From an optimization exercise on the open Yosys and OpenROAD flow, aimed at small area, a short achievable clock period and few clock cycles; shortcuts taken in it are not production practice. RTL that was checked went through simulation tests only; none was proved equivalent to the original. Power is estimated from default activity; no workload was simulated.

==> flow/design.v <==
package egress_stamper_pkg;
    localparam int PACKET_XFER_LEN = 32;
    localparam int LEN_MSB  = 31;
    localparam int LEN_LSB  = 24;
    localparam int DEST_MSB = 15;
    localparam int DEST_LSB = 8;
    localparam int SRC_MSB  = 15;
    localparam int SRC_LSB  = 8;
    localparam int MIN_PKT_BYTES = 24;
    localparam int END_TIME_IDX  = 5;
    localparam int RING_SLOTS = 63;
    function automatic logic len_legal(input logic [7:0] len);
        len_legal = (len[1:0] == 2'b00) && (len[7:2] >= 6'd6);
    endfunction
endpackage
module pkt_ring #(
    parameter int DATA_W = 32,
    parameter int SLOTS  = 63
) (
    input  logic              clk,
    input  logic              we,
    input  logic [DATA_W-1:0] wdata,
    output logic [DATA_W-1:0] rdata
);
    logic [DATA_W-1:0] stage [SLOTS];
    always_ff @(posedge clk) begin
        stage[0] <= we ? wdata : stage[SLOTS-1];
        for (int i = 1; i < SLOTS; i++) begin
            stage[i] <= stage[i-1];
        end
    end
    assign rdata = stage[SLOTS-2];
endmodule
module egress_stamper #(
    parameter int PACKET_XFER_LEN = egress_stamper_pkg::PACKET_XFER_LEN,
    parameter int MAX_WORDS       = 64
) (
    input  logic                       clk,
    input  logic                       reset,
    input  logic                       in_valid,
    input  logic                       in_sop,
    input  logic [PACKET_XFER_LEN-1:0] in_data,
    output logic                       in_ready,
    input  logic [31:0]                counter,
    input  logic                       egress_full,
    output logic                       out_write_en,
    output logic [PACKET_XFER_LEN-1:0] out_data,
    output logic                       busy,
    output logic                       drop_pulse,
    output logic [15:0]                drop_count
);
    localparam int L = egress_stamper_pkg::RING_SLOTS;
    function automatic logic [5:0] inc_slot(input logic [5:0] s);
        inc_slot = (s == 6'(L - 1)) ? 6'd0 : s + 6'd1;
    endfunction
    logic [5:0] ph, rs, rs2;       
    logic       collecting;        
    logic [5:0] cs;                
    logic [5:0] wrem;              
    logic       lastq;             
    logic [5:0] tail;              
    logic [5:0] nh;                
    logic       hdr_at;            
    logic [9:0] npkt;              
    logic [5:0] bcnt;              
    logic       bl_nz;             
    logic [2:0] bidx;              
    logic       tapsel, ctrsel;    
    logic       ef_q;              
    logic       dvalid;
    logic [PACKET_XFER_LEN-1:0] tap;
    logic bl_gt1, bl_one, bidx4, w2, npk_nz;
    logic rs_eq_tail, rs_eq_nh, rs_eq_cs, rs2_eq_nh, rs2_eq_cs, skip;
    assign bl_gt1        = (bcnt[5:2] != 4'd0) || (bcnt[1:0] == 2'd3);
    assign bl_one        = bl_nz && !bl_gt1;
    assign bidx4         = (bidx == 3'(egress_stamper_pkg::END_TIME_IDX - 1));
    assign w2            = (wrem == 6'd3);
    assign npk_nz        = npkt[0];
    assign rs_eq_tail    = (rs == tail);
    assign rs_eq_nh      = (rs == nh);
    assign rs_eq_cs      = (rs == cs);
    assign rs2_eq_nh     = (rs2 == nh);
    assign rs2_eq_cs     = (rs2 == cs);
    assign skip          = dvalid && !bl_nz && !npk_nz;
    logic acc, sop_legal, sop_acc, dat_acc, cnow, start, egress_ok;
    logic hdr_new, abort_legal, abort_bad, direct_hdr, keep_dead;
    assign acc         = in_valid && in_ready;
    assign sop_legal   = egress_stamper_pkg::len_legal(in_data[31:24]);
    assign sop_acc     = acc && in_sop;
    assign dat_acc     = acc && !in_sop && collecting;
    assign cnow        = dat_acc && lastq;
    assign hdr_new     = sop_acc && sop_legal;
    assign abort_legal = hdr_new && collecting;
    assign abort_bad   = sop_acc && !sop_legal && collecting;
    assign egress_ok   = !egress_full || !ef_q;
    assign start       = hdr_at && !bl_nz && egress_ok && (npk_nz || cnow);
    assign direct_hdr  = hdr_new && (collecting ? (!npk_nz && !bl_nz) : !busy);
    assign keep_dead   = abort_legal && !direct_hdr;
    logic       collecting_n, dvalid_n, bl_nz_n, busy_n, in_ready_n, we_n;
    logic       npk_up, npk_dn;
    logic [9:0] npkt_n;
    logic       we;                
    logic       tail_is_rs_n, nh_is_rs_n, hdr_at_n, lastq_n;
    logic [5:0] tail_n, nh_n;
    assign nh_n = direct_hdr ? ph : skip ? cs : bl_one ? rs2 : nh;
    assign dvalid_n = !direct_hdr && !skip && (dvalid || abort_legal);
    assign tail_n = (hdr_new || dat_acc) ? rs : abort_bad ? cs : tail;
    assign collecting_n = hdr_new || (collecting && !abort_bad && !cnow);
    assign lastq_n = !sop_acc && (dat_acc ? w2 : lastq);
    assign bl_nz_n   = start || bl_gt1;
    assign npk_up = cnow && !start;
    assign npk_dn = start && !cnow;
    assign npkt_n = npk_up ? {npkt[8:0], 1'b1} : npk_dn ? {1'b0, npkt[9:1]} : npkt;
    assign busy_n = bl_gt1 || npk_nz || (collecting ? !abort_bad : hdr_new);
    assign tail_is_rs_n = hdr_new || dat_acc || rs_eq_tail;
    assign nh_is_rs_n   = direct_hdr ? 1'b0 : skip ? rs_eq_cs : (!bl_one && rs_eq_nh);
    assign we_n       = !busy_n || (tail_is_rs_n && (bl_nz_n || !nh_is_rs_n));
    assign in_ready_n = !busy_n ||
                        (!(sop_acc && collecting) && !(dvalid && !skip) &&
                         tail_is_rs_n && (bl_nz_n || !nh_is_rs_n));
    assign hdr_at_n = !direct_hdr && (skip ? rs2_eq_cs : (bl_one || rs2_eq_nh));
    logic drop_any, drop_two, dc_sat, dc_sat_n;
    logic [15:0] dc_m1, dc_m2;
    assign drop_any = sop_acc && (collecting || !sop_legal);
    assign drop_two = sop_acc && collecting && !sop_legal;
    always_comb begin
        dc_m1[0] = 1'b1;
        dc_m2[0] = 1'b0;
        dc_m2[1] = 1'b1;
        for (int i = 1; i < 16; i++) dc_m1[i] = dc_m1[i-1] && drop_count[i-1];
        for (int i = 2; i < 16; i++) dc_m2[i] = dc_m2[i-1] && drop_count[i-1];
    end
    assign dc_sat_n = dc_sat ||
                      (drop_any && (drop_count == 16'hFFFD)) ||
                      (drop_two && (drop_count == 16'hFFFC));
    pkt_ring #(
        .DATA_W(PACKET_XFER_LEN),
        .SLOTS (L)
    ) u_ring (
        .clk  (clk),
        .we   (we),
        .wdata(in_data),
        .rdata(tap)
    );
    always_ff @(posedge clk) begin
        ef_q <= egress_full;
        if (reset) begin
            ph           <= 6'd0;
            rs           <= 6'd1;
            rs2          <= 6'd2;
            collecting   <= 1'b0;
            lastq        <= 1'b0;
            npkt         <= '0;
            bcnt         <= 6'd0;
            bl_nz        <= 1'b0;
            tapsel       <= 1'b0;
            ctrsel       <= 1'b0;
            hdr_at       <= 1'b0;
            dvalid       <= 1'b0;
            drop_pulse   <= 1'b0;
            drop_count   <= 16'd0;
            dc_sat       <= 1'b0;
            out_write_en <= 1'b0;
            out_data     <= '0;
            busy         <= 1'b0;
            in_ready     <= 1'b1;
            we           <= 1'b1;
        end else begin
            ph  <= rs;
            rs  <= rs2;
            rs2 <= inc_slot(rs2);
            drop_pulse <= drop_any;
            dc_sat     <= dc_sat_n;
            if (drop_any) begin
                drop_count <= dc_sat ? 16'hFFFF : (drop_count ^ (drop_two ? dc_m2 : dc_m1));
            end
            out_write_en <= start;
            out_data     <= (tap & {PACKET_XFER_LEN{start || tapsel}}) |
                            (PACKET_XFER_LEN'(counter) & {PACKET_XFER_LEN{ctrsel}});
            tapsel <= start || (bl_gt1 && !bidx4);
            ctrsel <= bl_gt1 && bidx4;
            if (start) begin
                bcnt <= tap[31:26];
                bidx <= 3'd1;
            end else if (bl_nz) begin
                bcnt <= bcnt - 6'd1;
                if (bidx != 3'd7) bidx <= bidx + 3'd1;
            end
            bl_nz   <= bl_nz_n;
            npkt    <= npkt_n;
            nh         <= nh_n;
            hdr_at     <= hdr_at_n;
            dvalid     <= dvalid_n;
            tail       <= tail_n;
            collecting <= collecting_n;
            lastq      <= lastq_n;
            busy       <= busy_n;
            in_ready   <= in_ready_n;
            we         <= we_n;
        end
        if (hdr_new) begin
            cs   <= ph;
            wrem <= in_data[31:26];
        end else if (dat_acc) begin
            wrem <= wrem - 6'd1;
        end
    end
endmodule
clock: 4.0 ns
lec_check: 0
abc_clock_period_in_ps: 1800
cap_margin: 20
core_margin: 2
core_utilization: 55
cts_buf_list: sky130_fd_sc_hd__clkbuf_4 sky130_fd_sc_hd__clkbuf_8 sky130_fd_sc_hd__clkbuf_16
cts_cluster_diameter: 100
cts_cluster_size: 30
setup_slack_margin: 2.0
slew_margin: 20
run.sh (not shown) runs the stock make flow with config.mk's settings and CLKGATE_MAP_FILE= SYNTH_SCRIPT=/design/flow/synth_recipe.tcl, a recipe that flattens the netlist after the stock synthesis.
Testbench counts at the start, summed over its fixed seeds: cycles 29,379.
Rerun with:
--- a/flow/design.v
+++ b/flow/design.v
@@ -65,26 +65,32 @@
     logic [5:0] bcnt;              
     logic       bl_nz;             
     logic [2:0] bidx;              
     logic       tapsel, ctrsel;    
     logic       ef_q;              
     logic       dvalid;
+    logic [5:0] dstart, dend;
     logic [PACKET_XFER_LEN-1:0] tap;
     logic bl_gt1, bl_one, bidx4, w2, npk_nz;
-    logic rs_eq_tail, rs_eq_nh, rs_eq_cs, rs2_eq_nh, rs2_eq_cs, skip;
+    logic rs_eq_tail, rs_eq_nh, rs_eq_dend, rs2_eq_nh, rs2_eq_dend, rs2_eq_cs, rs2_eq_dstart;
+    logic nh_eq_cs, nh_eq_dstart, skip;
     assign bl_gt1        = (bcnt[5:2] != 4'd0) || (bcnt[1:0] == 2'd3);
     assign bl_one        = bl_nz && !bl_gt1;
     assign bidx4         = (bidx == 3'(egress_stamper_pkg::END_TIME_IDX - 1));
     assign w2            = (wrem == 6'd3);
     assign npk_nz        = npkt[0];
     assign rs_eq_tail    = (rs == tail);
     assign rs_eq_nh      = (rs == nh);
-    assign rs_eq_cs      = (rs == cs);
+    assign rs_eq_dend    = (rs == dend);
     assign rs2_eq_nh     = (rs2 == nh);
+    assign rs2_eq_dend   = (rs2 == dend);
     assign rs2_eq_cs     = (rs2 == cs);
-    assign skip          = dvalid && !bl_nz && !npk_nz;
+    assign rs2_eq_dstart = (rs2 == dstart);
+    assign nh_eq_cs      = (nh == cs);
+    assign nh_eq_dstart  = (nh == dstart);
+    assign skip          = !bl_nz && dvalid && nh_eq_dstart;
     logic acc, sop_legal, sop_acc, dat_acc, cnow, start, egress_ok;
     logic hdr_new, abort_legal, abort_bad, direct_hdr, keep_dead;
     assign acc         = in_valid && in_ready;
     assign sop_legal   = egress_stamper_pkg::len_legal(in_data[31:24]);
     assign sop_acc     = acc && in_sop;
     assign dat_acc     = acc && !in_sop && collecting;
@@ -97,31 +103,34 @@
     assign direct_hdr  = hdr_new && (collecting ? (!npk_nz && !bl_nz) : !busy);
     assign keep_dead   = abort_legal && !direct_hdr;
     logic       collecting_n, dvalid_n, bl_nz_n, busy_n, in_ready_n, we_n;
     logic       npk_up, npk_dn;
     logic [9:0] npkt_n;
     logic       we;                
-    logic       tail_is_rs_n, nh_is_rs_n, hdr_at_n, lastq_n;
+    logic       tail_is_rs_n, nh_is_rs_n, dead_n, hdr_at_n, lastq_n;
     logic [5:0] tail_n, nh_n;
-    assign nh_n = direct_hdr ? ph : skip ? cs : bl_one ? rs2 : nh;
+    assign nh_n = direct_hdr ? ph : skip ? dend : bl_one ? rs2 : nh;
     assign dvalid_n = !direct_hdr && !skip && (dvalid || abort_legal);
     assign tail_n = (hdr_new || dat_acc) ? rs : abort_bad ? cs : tail;
     assign collecting_n = hdr_new || (collecting && !abort_bad && !cnow);
     assign lastq_n = !sop_acc && (dat_acc ? w2 : lastq);
     assign bl_nz_n   = start || bl_gt1;
     assign npk_up = cnow && !start;
     assign npk_dn = start && !cnow;
     assign npkt_n = npk_up ? {npkt[8:0], 1'b1} : npk_dn ? {1'b0, npkt[9:1]} : npkt;
     assign busy_n = bl_gt1 || npk_nz || (collecting ? !abort_bad : hdr_new);
     assign tail_is_rs_n = hdr_new || dat_acc || rs_eq_tail;
-    assign nh_is_rs_n   = direct_hdr ? 1'b0 : skip ? rs_eq_cs : (!bl_one && rs_eq_nh);
+    assign nh_is_rs_n   = direct_hdr ? 1'b0 : skip ? rs_eq_dend : (!bl_one && rs_eq_nh);
     assign we_n       = !busy_n || (tail_is_rs_n && (bl_nz_n || !nh_is_rs_n));
     assign in_ready_n = !busy_n ||
                         (!(sop_acc && collecting) && !(dvalid && !skip) &&
                          tail_is_rs_n && (bl_nz_n || !nh_is_rs_n));
-    assign hdr_at_n = !direct_hdr && (skip ? rs2_eq_cs : (bl_one || rs2_eq_nh));
+    assign dead_n   = keep_dead ? (bl_one ? rs2_eq_cs : nh_eq_cs) :
+                      (dvalid && !skip && (bl_one ? rs2_eq_dstart : nh_eq_dstart));
+    assign hdr_at_n = !direct_hdr &&
+                      (skip ? rs2_eq_dend : ((bl_one || rs2_eq_nh) && !dead_n));
     logic drop_any, drop_two, dc_sat, dc_sat_n;
     logic [15:0] dc_m1, dc_m2;
     assign drop_any = sop_acc && (collecting || !sop_legal);
     assign drop_two = sop_acc && collecting && !sop_legal;
     always_comb begin
         dc_m1[0] = 1'b1;
@@ -195,12 +204,16 @@
             collecting <= collecting_n;
             lastq      <= lastq_n;
             busy       <= busy_n;
             in_ready   <= in_ready_n;
             we         <= we_n;
         end
+        if (keep_dead) begin
+            dstart <= cs;
+            dend   <= ph;
+        end
         if (hdr_new) begin
             cs   <= ph;
             wrem <= in_data[31:26];
         end else if (dat_acc) begin
             wrem <= wrem - 6'd1;
         end
The changed run ran to the end with no violations.
Worst hold slack loses 0.0077 ns.
Non-clock buffer count went up by 16.
Area after synthesis went up slightly.
Clock-buffer cell count went down by 2.
Wire length went up by a few percent.
Cell area went up slightly.
Power went up slightly.
First-iteration DRC count went down by about a fifth.
Via count went up by a few percent.
Global-route usage went up by 0.40 points.
The RTL of the second run of this note was laid out without a check of its function.

==> port drivers added, routing unchanged <==
In the flow no input, the clock included, has a driving cell. The finished layouts below were timed again as built, in two steps. Step 1 (the two cells are an assumption about what drives the block):
set clk [get_ports {clk}]
set_driving_cell -lib_cell sky130_fd_sc_hd__clkbuf_16 $clk
set_driving_cell -lib_cell sky130_fd_sc_hd__buf_2 [delete_from_list [all_inputs] $clk]
Step 2, shift: input delay + t, output delay - t, t = (earliest + latest rising clock arrival at the registers) / 2. This alone moves slack from input paths to output paths. Slacks: no drivers / after step 1 / after step 2; pairs: no drivers / after step 1.
run | shift t [ns] | slack for setup (ns) | worst setup path at the end | latest minus earliest clock arrival (ns) | slew at the worst register clock pin (ns)
the first run | 0.705 | 1.969 / 1.909 / 1.291 | input to register | 0.038 / 0.038 | 0.12 / 0.12
the second run | 0.704 | 1.843 / 1.785 / 1.145 | input to register | 0.036 / 0.037 | 0.11 / 0.11
After both steps every run listed still meets setup and hold. The setup slack of the second run, which loses most, moves by -0.058 ns with the drivers and by -0.698 ns with both steps.
